This design comes from an exercise in tuning for small area on the open sky130 flow, not from production work. RTL that was checked went through simulation tests only; none was proved equivalent to the original. The clock port is modelled as an ideal driver; clocking choices that lean on that would not hold on a real chip. Power is estimated from default activity; no workload was simulated.

==> flow/design.v (excerpt) <==
module edge_top (
    input  logic       clk,
    input  logic       reset,
    input  logic       i_byte_valid,
    input  logic [7:0] i_byte,
    output logic       o_out_valid,
    output logic [7:0] o_out_byte,
    output logic       o_frame_done
);
For scale: ~160 flip-flops, ~5800 µm² of cells after synthesis.
clock: 10.0 ns
lec_check: 0
cap_margin: 0
core_margin: 2
core_utilization: 40
slew_margin: 0
standard.sh (not shown) runs the stock make flow with config.mk's settings and CLKGATE_MAP_FILE= SYNTH_SCRIPT=/design/flow/synth_recipe.tcl, a recipe that flattens the netlist after the stock synthesis.
==> flow/flow/run.sh <==
#!/bin/bash
# The standard ORFS layout (standard.sh) with these changes:
#  - synthesis is the standard flow's (synth_recipe.tcl, the same passes and register
#    mapping), but abc maps the logic with an area-oriented script
#    (flow/abc_area.script) through flow/synth.tcl;
#  - port buffers use the smallest buffer (buf_1);
#  - CTS builds its tree from clkbuf_4 (root clkbuf_4) and adds no dummy loads;
#  - after CTS, fixclk.tcl upsizes any clock buffer whose flip-flop clock pins
#    would see a slew over LIMIT_PS (placement parasitics), then legalises.
# Each tool's output goes to a log file of its own in this folder.
set -euo pipefail
export MY_ABC_SCRIPT="$PWD/flow/abc_area.script"
ARGS=(
  "SYNTH_SCRIPT=$PWD/flow/synth.tcl"
  "GPL_KEEP_OVERFLOW=0"
  "BUFFER_PORTS_ARGS=-buffer_cell sky130_fd_sc_hd__buf_1"
  "CTS_ARGS=-sink_clustering_enable -repair_clock_nets -dont_use_dummy_load -root_buf sky130_fd_sc_hd__clkbuf_4 -buf_list sky130_fd_sc_hd__clkbuf_4"
)
bash standard.sh "${ARGS[@]}" cts > make_cts.log 2>&1
R=orfs/results/sky130hd/edge_top/base
PLATFORM_DIR="$FLOW_HOME/platforms/sky130hd" ODB="$R/4_1_cts.odb" SDC="$R/4_cts.sdc" \
  LIMIT_PS=122 DRYRUN=0 openroad -no_init -exit flow/fixclk.tcl > fixclk.log 2>&1
bash standard.sh "${ARGS[@]}" finish > make_finish.log 2>&1
Other scripts of this flow, unchanged in this note and not shown: flow/flow/abc_area.script, flow/flow/fixclk.tcl, flow/flow/synth.tcl
The starting point completed with no timing, DRC or antenna violations.
Next try:
--- a/flow/flow/run.sh
+++ b/flow/flow/run.sh
@@ -6,3 +6,3 @@
 #  - port buffers use the smallest buffer (buf_1);
-#  - CTS builds its tree from clkbuf_4 (root clkbuf_4) and adds no dummy loads;
+#  - CTS builds its tree from clkbuf_4 (root clkbuf_8) and adds no dummy loads;
 #  - after CTS, fixclk.tcl upsizes any clock buffer whose flip-flop clock pins
@@ -16,3 +16,3 @@
   "BUFFER_PORTS_ARGS=-buffer_cell sky130_fd_sc_hd__buf_1"
-  "CTS_ARGS=-sink_clustering_enable -repair_clock_nets -dont_use_dummy_load -root_buf sky130_fd_sc_hd__clkbuf_4 -buf_list sky130_fd_sc_hd__clkbuf_4"
+  "CTS_ARGS=-sink_clustering_enable -repair_clock_nets -dont_use_dummy_load -root_buf sky130_fd_sc_hd__clkbuf_8 -buf_list sky130_fd_sc_hd__clkbuf_4"
 )
Effect: Area after synthesis is unchanged; global-route usage stays the same; sequential cell count stays the same; die area stays the same.
No run of this note included a check of the RTL's function; only the layout flow was run.


edge_top, a different RTL version from the one above (not shown whole).
Size in the first run: ~330 cells after synthesis, roughly 160 flip-flops.
clock: 10.0 ns
lec_check: 0
cap_margin: 0
core_margin: 2
core_utilization: 40
gpl_timing_driven: 0
slew_margin: 0
==> flow/flow/run.sh <==
#!/bin/bash
# The standard ORFS layout (standard.sh) with these changes:
#  - synthesis is the standard flow's (synth_recipe.tcl, the same passes and register
#    mapping), but abc maps the logic with an area-oriented script
#    (flow/abc_area.script) through flow/synth.tcl;
#  - port buffers use the smallest buffer (buf_1);
#  - CTS builds its tree from clkbuf_4 (root clkbuf_8) and adds no dummy loads;
#  - after CTS, fixclk.tcl upsizes any clock buffer whose flip-flop clock pins
#    would see a slew over LIMIT_PS (placement parasitics), then legalises.
# Each tool's output goes to a log file of its own in this folder.
set -euo pipefail
export MY_ABC_SCRIPT="$PWD/flow/abc_area.script"
ARGS=(
  "SYNTH_SCRIPT=$PWD/flow/synth.tcl"
  "GPL_KEEP_OVERFLOW=0"
  "BUFFER_PORTS_ARGS=-buffer_cell sky130_fd_sc_hd__buf_1"
  "CTS_ARGS=-sink_clustering_enable -repair_clock_nets -dont_use_dummy_load -root_buf sky130_fd_sc_hd__clkbuf_8 -buf_list sky130_fd_sc_hd__clkbuf_4"
)
bash standard.sh "${ARGS[@]}" cts > make_cts.log 2>&1
R=orfs/results/sky130hd/edge_top/base
PLATFORM_DIR="$FLOW_HOME/platforms/sky130hd" ODB="$R/4_1_cts.odb" SDC="$R/4_cts.sdc" \
  LIMIT_PS=122 DRYRUN=0 openroad -no_init -exit flow/fixclk.tcl > fixclk.log 2>&1
bash standard.sh "${ARGS[@]}" finish > make_finish.log 2>&1
==> flow/flow/synth.tcl <==
proc synth {args} { yosys synth -nofsm -noshare {*}$args }
proc abc {args} {
  set i [lsearch -exact $args -script]
  if {$i >= 0 && [info exists ::env(MY_ABC_SCRIPT)]} { lset args [expr {$i+1}] $::env(MY_ABC_SCRIPT) }
  yosys abc {*}$args
}
source $::env(SCRIPTS_DIR)/synth.tcl
# left out here: clear keep_hierarchy, flatten, clean up, hide names made inside functions, write 1_2_yosys.v
Other scripts of this flow, unchanged in this note and not shown: flow/flow/abc_area.script, flow/flow/fixclk.tcl
The starting point passed the timing, design-rule and antenna checks.
Change:
--- a/flow/flow/run.sh
+++ b/flow/flow/run.sh
@@ -14,3 +14,2 @@
   "SYNTH_SCRIPT=$PWD/flow/synth.tcl"
-  "GPL_KEEP_OVERFLOW=0"
   "BUFFER_PORTS_ARGS=-buffer_cell sky130_fd_sc_hd__buf_1"
CAP_MARGIN = 20   (was 0)
GPL_TIMING_DRIVEN = unset   (was 0)
SLEW_MARGIN = 20   (was 0)
The changed run went through all stages and came out clean.
Clock-buffer cell count stays the same.
Die area does not change.
Non-clock buffer count rose by 5.
Fmax rose by 1.9%.
Wire length rose by about 2%.
Global-route usage rose by 0.13 points.
Power rose by about 2%.
Cell count rose by about 0.9%.
Design area rose by about 0.44%.
Setup slack is better by 150 ps.
Change:
--- a/flow/flow/run.sh
+++ b/flow/flow/run.sh
@@ -14,2 +14,3 @@
   "SYNTH_SCRIPT=$PWD/flow/synth.tcl"
+  "GPL_KEEP_OVERFLOW=0"
   "BUFFER_PORTS_ARGS=-buffer_cell sky130_fd_sc_hd__buf_1"
CAP_MARGIN = 0   (was 20)
GPL_ROUTABILITY_DRIVEN = 0   (was unset)
GPL_TIMING_DRIVEN = 0   (was unset)
SLEW_MARGIN = 0   (was 20)
After rerunning: The new run produced a clean layout. Register-to-register slack got worse by 130 ps. Global-route usage falls by 0.13 points. Die area stays the same. Design area falls by 0.44%. Routed wire length falls by about 2%. Via count falls by about 1.1%. Total power falls by about 1.9%. Synthesized area does not change.
Change:
GPL_ROUTABILITY_DRIVEN = unset   (was 0)
GPL_TIMING_DRIVEN = unset   (was 0)
Effect: The changed run passed the timing, design-rule and antenna checks; clock skew is lower by 3.8 ps; register-to-register slack improved by 210 ps; total power rises by 0.38%; fmax rises by about 2%; critical path depth is unchanged; final cell count increases by about 0.55%; via count rises by about 0.6%; cell area stays flat; synthesized area does not change.
Change:
--- a/flow/flow/synth.tcl
+++ b/flow/flow/synth.tcl
@@ -1 +1,4 @@
+# synth_recipe.tcl (the standard synthesis) with one change: every abc
+# call uses the script named by MY_ABC_SCRIPT instead of ORFS's. Registers are
+# mapped before abc runs, so they keep the standard synthesis's names and cells.
 proc synth {args} { yosys synth -nofsm -noshare {*}$args }
What happened:
- critical path depth is unchanged
- final area is unchanged
- combinational power is about the same
- wire length does not change
- area after synthesis does not change
- worst setup slack does not change
- non-clock buffer count does not change


The RTL this note starts from:
==> flow/design.v <==
package edge_pkg;
    localparam int FRAME_W      = 16;
    localparam int FRAME_H      = 8;
    localparam int FRAME_PIXELS = FRAME_W * FRAME_H;
    localparam int ADDR_W       = $clog2(FRAME_PIXELS);
    localparam int EDGE_TH = 24;
    typedef struct packed {
        logic [7:0] r;
        logic [7:0] g;
        logic [7:0] b;
    } rgb_t;
    typedef struct packed {
        logic              we;
        logic [ADDR_W-1:0] addr;
        rgb_t              rgb;
    } pixel_wr_t;
    typedef struct packed {
        logic valid;
        logic first;   
        rgb_t rgb;
    } pixel_stream_t;
    typedef struct packed {
        logic valid;
        logic last;    
        logic edge_bit;
    } edge_stream_t;
endpackage
`timescale 1ns/1ns
module edge_top (
    input  logic       clk,
    input  logic       reset,
    input  logic       i_byte_valid,
    input  logic [7:0] i_byte,
    output logic       o_out_valid,
    output logic [7:0] o_out_byte,
    output logic       o_frame_done
);
    logic [1:0] phase;    
    logic [6:0] pix;      
    logic [9:0] acc;      
    logic [7:0] prev;     
    wire ph_b = phase[1];
    wire ph_g = phase[0];
    wire bw   = i_byte_valid && ph_b;            
    function automatic logic [10:0] radd10(input logic [9:0] a, input logic [9:0] b, input logic ci);
        logic [10:0] r;
        logic c;
        c = ci;
        for (int i = 0; i < 10; i++) begin
            r[i] = a[i] ^ b[i] ^ c;
            c    = (a[i] & b[i]) | (a[i] & c) | (b[i] & c);
        end
        r[10] = c;
        radd10 = r;
    endfunction
    wire        ph_r  = !phase[1] && !phase[0];
    wire        take  = i_byte_valid;
    wire [9:0]  add_a = (take && ph_r) ? 10'd0 : acc;
    wire [9:0]  add_b = !take ? 10'd0 : ph_g ? {1'b0, i_byte, 1'b0} : {2'b00, i_byte};
    wire [10:0] sum_f = radd10(add_a, add_b, 1'b0);
    wire [9:0]  sum   = sum_f[9:0];
    wire [7:0] grey = sum[9:2];
    wire [10:0] d_f = radd10({2'b00, grey}, {2'b11, ~prev}, 1'b1);
    wire [8:0]  d   = d_f[8:0];
    wire       ge25  = d[7] | d[6] | d[5] | (d[4] & d[3] & (d[2] | d[1] | d[0]));
    wire       ge232 = d[7] & d[6] & d[5] & (d[4] | d[3]);
    wire       e     = d[8] ? !ge232 : ge25;
    logic [7:0] pix_c;
    logic [6:0] pix_inc;
    always_comb begin
        pix_c[0] = bw;
        for (int i = 0; i < 7; i++) begin
            pix_inc[i]  = pix[i] ^ pix_c[i];
            pix_c[i+1]  = pix[i] & pix_c[i];
        end
    end
    always_ff @(posedge clk) begin
        if (reset) begin
            phase <= 2'd0;
            pix   <= '0;
        end else begin
            if (i_byte_valid)
                phase <= {phase[0], !(phase[0] || phase[1])};
            pix <= pix_inc;
        end
    end
    always_ff @(posedge clk) begin
        acc <= sum;
        if (bw)
            prev <= grey;
    end
    logic [7:0] rc;
    logic [7:0] out_sr;
    wire        rd     = rc[7];
    wire        active = (rc != 8'd1);
    wire        e0     = bw && (pix == 7'd127);
    logic [8:0] rc_c;
    logic [7:0] rc_inc;
    always_comb begin
        rc_c[0] = active;
        for (int i = 0; i < 8; i++) begin
            rc_inc[i]  = rc[i] ^ rc_c[i];
            rc_c[i+1]  = rc[i] & rc_c[i];
        end
    end
    always_ff @(posedge clk) begin
        if (reset)
            rc <= 8'd1;
        else if (e0)
            rc <= 8'd124;
        else
            rc <= rc_inc;
    end
    assign o_frame_done = (rc == 8'd0);
    assign o_out_valid  = o_frame_done || (rc[7] && rc[2:0] == 3'd0 && rc[6:3] != 4'd0);
    assign o_out_byte   = out_sr;
    logic x1, x2;
    logic [4:0] s0a;
    logic [7:0] s0b;
    wire wv = bw && (pix[3:0] != 4'd0);
    wire rv = rd && (rc[3:0] != 4'd0);
    always_ff @(posedge clk) begin
        if (bw && pix == 7'd1)
            x1 <= e;
        if (bw && pix == 7'd2)
            x2 <= e;
    end
    wire w0a = bw && (pix[6:3] == 4'd0) && (pix[2] || (pix[1] && pix[0]));
    wire r0a = rd && (rc[6:3] == 4'd0) && (rc[2] || (rc[1] && rc[0]));
    wire w0b = bw && (pix[6:3] == 4'd1);
    wire r0b = rd && (rc[6:3] == 4'd1);
    always_ff @(posedge clk) begin
        if (w0a || r0a)
            s0a <= {e, s0a[4:1]};
        if (w0b || r0b)
            s0b <= {e, s0b[7:1]};
    end
    logic [7:0] lsb;
    assign lsb[0] = rc[3] ? s0b[0] :
                    (rc[2:0] == 3'd1) ? x1 : (rc[2:0] == 3'd2) ? x2 : s0a[0];
    genvar k;
    generate
        for (k = 1; k < 8; k++) begin : g_row
            logic [14:0] s;
            wire wk = wv && (pix[6:4] == k);
            wire rk = rv && (rc[6:4] == k);
            always_ff @(posedge clk) begin
                if (wk || rk)
                    s <= {e, s[14:1]};
            end
            assign lsb[k] = s[0];
        end
    endgenerate
    wire ser = (rc[3:0] != 4'd0) && lsb[rc[6:4]];
    always_ff @(posedge clk)
        out_sr <= {ser, out_sr[7:1]};
endmodule
Settings: LEC_CHECK=0, CAP_MARGIN=0, CORE_MARGIN=2, CORE_UTILIZATION=40, PLACE_DENSITY=0.75, SLEW_MARGIN=0; clock period 10.0 ns.
==> flow/flow/run.sh <==
#!/bin/bash
# The standard ORFS layout (standard.sh) with these changes:
#  - synthesis is the standard flow's (synth_recipe.tcl, the same passes and register
#    mapping), but abc maps the logic with an area-oriented script
#    (flow/abc_area.script) through flow/synth.tcl;
#  - port buffers use the smallest buffer (buf_1);
#  - CTS builds its tree from clkbuf_4 (root clkbuf_8) and adds no dummy loads;
#  - after CTS, fixclk.tcl upsizes any clock buffer whose flip-flop clock pins
#    would see a slew over LIMIT_PS (placement parasitics), then legalises.
# Each tool's output goes to a log file of its own in this folder.
set -euo pipefail
export MY_ABC_SCRIPT="$PWD/flow/abc_area.script"
ARGS=(
  "SYNTH_SCRIPT=$PWD/flow/synth.tcl"
  "GPL_KEEP_OVERFLOW=0"
  "BUFFER_PORTS_ARGS=-buffer_cell sky130_fd_sc_hd__buf_1"
  "CTS_ARGS=-sink_clustering_enable -repair_clock_nets -dont_use_dummy_load -root_buf sky130_fd_sc_hd__clkbuf_8 -buf_list sky130_fd_sc_hd__clkbuf_4"
)
bash standard.sh "${ARGS[@]}" cts > make_cts.log 2>&1
R=orfs/results/sky130hd/edge_top/base
PLATFORM_DIR="$FLOW_HOME/platforms/sky130hd" ODB="$R/4_1_cts.odb" SDC="$R/4_cts.sdc" \
  LIMIT_PS=122 DRYRUN=0 openroad -no_init -exit flow/fixclk.tcl > fixclk.log 2>&1
bash standard.sh "${ARGS[@]}" finish > make_finish.log 2>&1
Other scripts of this flow, unchanged in this note and not shown: flow/flow/abc_area.script, flow/flow/fixclk.tcl, flow/flow/synth.tcl
==> next run, changes <==
- PLACE_DENSITY: 0.75 -> default
What happened: The changed run completed without violations. Global-route usage climbs by 0.45 points. Hold slack gains 24 ps. Via count does not change. Utilization barely changes. Combinational power drops by about 2%. Non-clock buffer count drops by 1. Count of clock-buffer cells in the layout is unchanged. Cell area stays flat. Setup slack loses 29 ps. First-iteration DRC count drops by 6.8%. Clock skew barely changes.
No run of this note included a check of the RTL's function; only the layout flow was run.

## what the ideal ports hide
Ports are ideal in the flow. The routed layouts listed here were re-timed in OpenROAD. Step 1, drivers: a clkbuf_16 drives clk and a buf_2 each remaining input, both assumed. Step 2 adds t to the input delays and takes it off the output delays; t is the mean of the earliest and latest rising clock arrival at the registers after step 1. Input paths then give back, and output paths get back, about the clock's delay inside the block. Three values: no drivers, after step 1, after step 2; two values: the first two.
run | t (ns) | slack for setup (ns) | worst setup path after step 2 | worst data-port slew with drivers (ns) | pins driven straight from the clock port
the first run of note 1 | 0.549 | 1.477 / 1.489 / 0.940 | input to register | 0.05 | 1
the second run of note 1 | 0.439 | 1.363 / 1.377 / 0.938 | input to register | 0.05 | 1
the first run of note 2 | 0.445 | 1.795 / 1.809 / 1.364 | input to register | 0.03 | 1
the second run of note 2 | 0.446 | 1.949 / 1.965 / 1.519 | input to register | 0.03 | 1
the third run of note 2 | 0.445 | 1.795 / 1.809 / 1.364 | input to register | 0.03 | 1
the fourth run of note 2 | 0.442 | 1.964 / 1.974 / 1.532 | input to register | 0.03 | 1
the fifth run of note 2 | 0.442 | 1.964 / 1.974 / 1.532 | input to register | 0.03 | 1
the first run of note 3 | 0.425 | 1.402 / 1.411 / 0.986 | input to register | 0.04 | 1
the second run of note 3 | 0.443 | 1.373 / 1.387 / 0.944 | input to register | 0.04 | 1
After both steps setup and hold are still met in every run listed. For the first run of note 1, which loses most, drivers alone change the setup slack by +0.012 ns; drivers and shift together by -0.537 ns.
